This is an optimization exercise on Yosys and OpenROAD, whose aim is a short achievable clock period and few clock cycles, not a production implementation. Function was checked by simulation only, so behaviour that the tests miss may differ from the original.

Design mips_multicycle, start of the top module:
module mips_multicycle (
    input  logic  clk,
    input  logic  rst_n,
    input  isa_pkg::word_t r_data,    
    output isa_pkg::word_t mem_addr,
    output isa_pkg::word_t w_data,
    output logic  wr_en      
);
Size in the first run: roughly 4500 cells after synthesis, roughly 1400 flip-flops, ~99 I/O pins, ~72000 um2 of cells after synthesis.
==> module datapath, before the edit <==
module datapath (
    input  logic           clk,
    input  logic           rst_n,
    input  isa_pkg::word_t r_data,
    output isa_pkg::word_t mem_addr,
    output isa_pkg::word_t w_data,
    output logic           wr_en
);
    isa_pkg::word_t    addr_q;      
    isa_pkg::word_t    fpc;         
    isa_pkg::word_t    wdata_q;
    logic              wr_en_q;
    logic              m_cyc;       
    logic              m_load;
    isa_pkg::reg_idx_t m_rt;
    logic              d_valid;
    isa_pkg::instr_t   ir;
    isa_pkg::word_t    d_pc4;
    logic               x_valid;
    ctrl_pkg::res_sel_t x_sel;
    isa_pkg::word_t     x_a;        
    isa_pkg::word_t     x_b;        
    isa_pkg::word_t     x_c;        
    logic               xa_f, xb_f, xc_f;  
    logic               x_b_reg;    
    logic [4:0]         x_shamt;
    isa_pkg::reg_idx_t  x_wr;       
    isa_pkg::reg_idx_t  x_rs;
    isa_pkg::reg_idx_t  x_rt;
    logic               x_lw;
    logic               x_sw;
    logic               x_br;
    logic               x_bne;
    logic               x_pred;
    isa_pkg::word_t     x_alt;      
    assign mem_addr = addr_q;
    assign w_data   = wdata_q;
    assign wr_en    = wr_en_q;
    logic adv;           
    assign adv = !m_cyc;
    logic               dc_br, dc_bne, dc_j, dc_lw, dc_sw, dc_b_imm;
    isa_pkg::word_t     dc_imm;
    isa_pkg::reg_idx_t  dc_wr;
    ctrl_pkg::res_sel_t dc_sel;
    control_fsm u_dec (
        .instr  (ir),
        .is_br  (dc_br),
        .is_bne (dc_bne),
        .is_j   (dc_j),
        .is_lw  (dc_lw),
        .is_sw  (dc_sw),
        .b_imm  (dc_b_imm),
        .imm    (dc_imm),
        .wr_idx (dc_wr),
        .sel    (dc_sel)
    );
    isa_pkg::reg_idx_t d_rs, d_rt;
    assign d_rs = ir.r.rs;
    assign d_rt = ir.r.rt;
    isa_pkg::word_t x_sum, x_res;
    isa_pkg::word_t w_res;
    isa_pkg::word_t e_a, e_b, e_c;
    assign e_a = xa_f ? w_res : x_a;
    assign e_b = xb_f ? w_res : x_b;
    assign e_c = xc_f ? w_res : x_c;
    alu u_alu (
        .a      (e_a),
        .b      (e_b),
        .c      (e_c),
        .shamt  (x_shamt),
        .sel    (x_sel),
        .sum    (x_sum),
        .y      (x_res)
    );
    logic x_fire, x_wen, x_mem, x_taken, x_mispred;
    assign x_fire    = x_valid && adv;
    assign x_wen     = adv && (x_wr != '0);
    assign x_mem     = x_fire && (x_lw || x_sw);
    assign x_taken   = x_bne ^ (e_a == e_c);
    assign x_mispred = x_fire && x_br && (x_taken != x_pred);
    logic              rf_we;
    isa_pkg::reg_idx_t rf_wa;
    isa_pkg::word_t    rf_wd, rf_rd0, rf_rd1;
    isa_pkg::reg_idx_t w_wr;          
    logic              ld_wen;
    assign ld_wen = m_cyc && m_load && (m_rt != '0);
    assign rf_we  = (w_wr != '0) || ld_wen;
    assign rf_wa  = ld_wen ? m_rt : w_wr;
    assign rf_wd  = ld_wen ? r_data : w_res;
    reg_file u_rf (
        .clk (clk),
        .we  (rf_we),
        .ra0 (d_rs),
        .ra1 (d_rt),
        .wa  (rf_wa),
        .wd  (rf_wd),
        .rd0 (rf_rd0),
        .rd1 (rf_rd1)
    );
    isa_pkg::word_t d_a, d_c;
    logic wa_q, wc_q;                 
    assign d_a = wa_q ? w_res : rf_rd0;
    assign d_c = wc_q ? w_res : rf_rd1;
    isa_pkg::instr_t f_ins;
    isa_pkg::word_t  f_pc4, f_btgt, f_jtgt;
    logic            f_j, f_br, f_pred;
    assign f_ins  = r_data;
    assign f_pc4  = fpc + 32'd4;
    assign f_j    = (f_ins.r.opcode == OP_J);
    assign f_br   = (f_ins.r.opcode == OP_BEQ) || (f_ins.r.opcode == OP_BNE);
    assign f_pred = f_ins.r.opcode[0] ^ (f_ins.r.rs == f_ins.r.rt);
    assign f_btgt = {f_pc4[31:12], f_pc4[11:2] + f_ins.i.imm[9:0], 2'b00};
    assign f_jtgt = {f_pc4[31:28], f_ins.j.target, 2'b00};
    logic d_pred;
    isa_pkg::word_t d_btgt;
    assign d_pred = dc_bne ^ (d_rs == d_rt);
    assign d_btgt = {d_pc4[31:12], d_pc4[11:2] + ir.i.imm[9:0], 2'b00};
    isa_pkg::word_t nf;
    always_comb begin
        if (x_mispred)            nf = x_alt;
        else if (f_j)             nf = f_jtgt;
        else if (f_br && f_pred)  nf = f_btgt;
        else                      nf = f_pc4;
    end
    isa_pkg::reg_idx_t nx_wr;
    assign nx_wr = (d_valid && !x_mispred) ? dc_wr : '0;
    always_ff @(posedge clk or negedge rst_n) begin
        if (!rst_n) begin
            addr_q  <= START_ADDR;
            fpc     <= START_ADDR;
            wr_en_q <= 1'b0;
            m_cyc   <= 1'b0;
            d_valid <= 1'b0;
            x_valid <= 1'b0;
            x_wr    <= '0;
            w_wr    <= '0;
        end else begin
            w_wr    <= x_wen ? x_wr : '0;
            wr_en_q <= x_fire && x_sw;
            m_cyc   <= x_mem;
            if (adv) begin
                fpc     <= nf;
                addr_q  <= x_mem ? x_sum : nf;
                d_valid <= !x_mispred;
                x_valid <= d_valid && !x_mispred;
                x_wr    <= nx_wr;
            end else begin
                addr_q  <= fpc;
            end
        end
    end
    always_ff @(posedge clk) begin
        w_res <= x_res;
        wa_q  <= x_wen && (x_wr == f_ins.r.rs);
        wc_q  <= x_wen && (x_wr == f_ins.r.rt);
        if (x_fire) begin
            wdata_q <= e_c;
            m_load  <= x_lw;
            m_rt    <= x_rt;
        end
        if (adv) begin
            ir       <= r_data;
            d_pc4    <= f_pc4;
            x_sel    <= dc_sel;
            x_a      <= d_a;
            x_b      <= dc_b_imm ? dc_imm : d_c;
            x_c      <= d_c;
            x_b_reg  <= !dc_b_imm;
            x_shamt  <= ir.r.shamt;
            xa_f     <= x_wen && (x_wr == d_rs);
            xb_f     <= x_wen && (x_wr == d_rt) && !dc_b_imm;
            xc_f     <= x_wen && (x_wr == d_rt);
            x_rs     <= d_rs;
            x_rt     <= d_rt;
            x_lw     <= dc_lw;
            x_sw     <= dc_sw;
            x_br     <= dc_br;
            x_bne    <= dc_bne;
            x_pred   <= d_pred;
            x_alt    <= d_pred ? d_pc4 : d_btgt;
        end else if (m_load && m_rt != '0) begin
            if (x_rs == m_rt) x_a <= r_data;
            if (x_rt == m_rt) begin
                x_c      <= r_data;
                if (x_b_reg) x_b <= r_data;
            end
        end
    end
endmodule
export LEC_CHECK = 0
export ABC_CLOCK_PERIOD_IN_PS = 2500
export CAP_MARGIN = 20
export CORE_MARGIN = 2
export CORE_UTILIZATION = 40
export SLEW_MARGIN = 20
create_clock -name core_clock -period 9.0 [get_ports {clk}]
standard.sh (not shown) runs the stock make flow with config.mk's settings and CLKGATE_MAP_FILE= SYNTH_SCRIPT=/design/flow/synth_recipe.tcl, a recipe that flattens the netlist after the stock synthesis.
==> flow/flow/run.sh <==
#!/bin/bash
# The standard layout, in two calls of the standard.sh:
#  1. synthesis and floorplan as they are;
set -euo pipefail
bash standard.sh synth floorplan > standard_synth_floorplan.log 2>&1
bash standard.sh SETUP_SLACK_MARGIN=6.0 TNS_END_PERCENT=10 \
    "BUFFER_PORTS_ARGS=-buffer_cell sky130_fd_sc_hd__buf_4" finish > standard_place_to_finish.log 2>&1
Testbench counts at the start, summed over its fixed seeds: cycles 7,722.
Rerun with:
--- a/flow/design.v
+++ b/flow/design.v
@@ -121,5 +121,4 @@
     isa_pkg::word_t     x_b;        
     isa_pkg::word_t     x_c;        
-    logic               xa_f, xb_f, xc_f;  
     logic               x_b_reg;    
     logic [4:0]         x_shamt;
@@ -158,13 +157,8 @@
     assign d_rt = ir.r.rt;
     isa_pkg::word_t x_sum, x_res;
-    isa_pkg::word_t w_res;
-    isa_pkg::word_t e_a, e_b, e_c;
-    assign e_a = xa_f ? w_res : x_a;
-    assign e_b = xb_f ? w_res : x_b;
-    assign e_c = xc_f ? w_res : x_c;
     alu u_alu (
-        .a      (e_a),
-        .b      (e_b),
-        .c      (e_c),
+        .a      (x_a),
+        .b      (x_b),
+        .c      (x_c),
         .shamt  (x_shamt),
         .sel    (x_sel),
@@ -176,5 +170,5 @@
     assign x_wen     = adv && (x_wr != '0);
     assign x_mem     = x_fire && (x_lw || x_sw);
-    assign x_taken   = x_bne ^ (e_a == e_c);
+    assign x_taken   = x_bne ^ (x_a == x_c);
     assign x_mispred = x_fire && x_br && (x_taken != x_pred);
     logic              rf_we;
@@ -182,4 +176,5 @@
     isa_pkg::word_t    rf_wd, rf_rd0, rf_rd1;
     isa_pkg::reg_idx_t w_wr;          
+    isa_pkg::word_t    w_res;
     logic              ld_wen;
     assign ld_wen = m_cyc && m_load && (m_rt != '0);
@@ -197,8 +192,11 @@
         .rd1 (rf_rd1)
     );
-    isa_pkg::word_t d_a, d_c;
+    isa_pkg::word_t d_a, d_b, d_c, d_c_rf;
+    logic fa_q, fc_q;                 
     logic wa_q, wc_q;                 
-    assign d_a = wa_q ? w_res : rf_rd0;
-    assign d_c = wc_q ? w_res : rf_rd1;
+    assign d_c_rf = wc_q ? w_res : rf_rd1;
+    assign d_a = fa_q ? x_res : (wa_q ? w_res : rf_rd0);
+    assign d_c = fc_q ? x_res : d_c_rf;
+    assign d_b = (fc_q && !dc_b_imm) ? x_res : (dc_b_imm ? dc_imm : d_c_rf);
     isa_pkg::instr_t f_ins;
     isa_pkg::word_t  f_pc4, f_btgt, f_jtgt;
@@ -253,6 +251,6 @@
         wa_q  <= x_wen && (x_wr == f_ins.r.rs);
         wc_q  <= x_wen && (x_wr == f_ins.r.rt);
+        wdata_q <= x_c;              
         if (x_fire) begin
-            wdata_q <= e_c;
             m_load  <= x_lw;
             m_rt    <= x_rt;
@@ -263,11 +261,10 @@
             x_sel    <= dc_sel;
             x_a      <= d_a;
-            x_b      <= dc_b_imm ? dc_imm : d_c;
+            x_b      <= d_b;
             x_c      <= d_c;
             x_b_reg  <= !dc_b_imm;
             x_shamt  <= ir.r.shamt;
-            xa_f     <= x_wen && (x_wr == d_rs);
-            xb_f     <= x_wen && (x_wr == d_rt) && !dc_b_imm;
-            xc_f     <= x_wen && (x_wr == d_rt);
+            fa_q     <= (nx_wr != '0) && (nx_wr == f_ins.r.rs);
+            fc_q     <= (nx_wr != '0) && (nx_wr == f_ins.r.rt);
             x_rs     <= d_rs;
             x_rt     <= d_rt;
Result: Fmax climbs by 11%; synthesized cell count climbs by 2.0%; synthesized area hardly moves; via count climbs by 4.0%; final cell count climbs by 2.5%.
Testbench counts after the change, summed over its fixed seeds: cycles 7,722.

-- afterwards: timing with drivers on the ports --
Ports are ideal in the flow. The routed layouts listed here were re-timed in OpenROAD.
Step 1 assumes that a clkbuf_16 drives the clock port and a buf_2 every other input.
Step 2 moves the port delays by t, midway between the first and last clock arrival at a register: inputs arrive t later, outputs are due t later. That takes back most of the time a late clock gives input paths.
Three values: no drivers, after step 1, after step 2; two values: the first two.
run | shift t [ns] | setup slack, ns | clock arrival spread, ns | worst data-port slew with drivers (ns) | pins driven straight from the clock port
the first run | 0.891 | 5.213 / 5.213 / 4.819 | 0.044 / 0.043 | 0.11 | 1
the second run | 0.891 | 5.602 / 5.602 / 4.793 | 0.049 / 0.049 | 0.14 | 1
After both steps setup and hold are still met in every run listed. The setup slack of the second run, which loses most, moves by 0.000 ns with the drivers and by -0.809 ns with both steps.
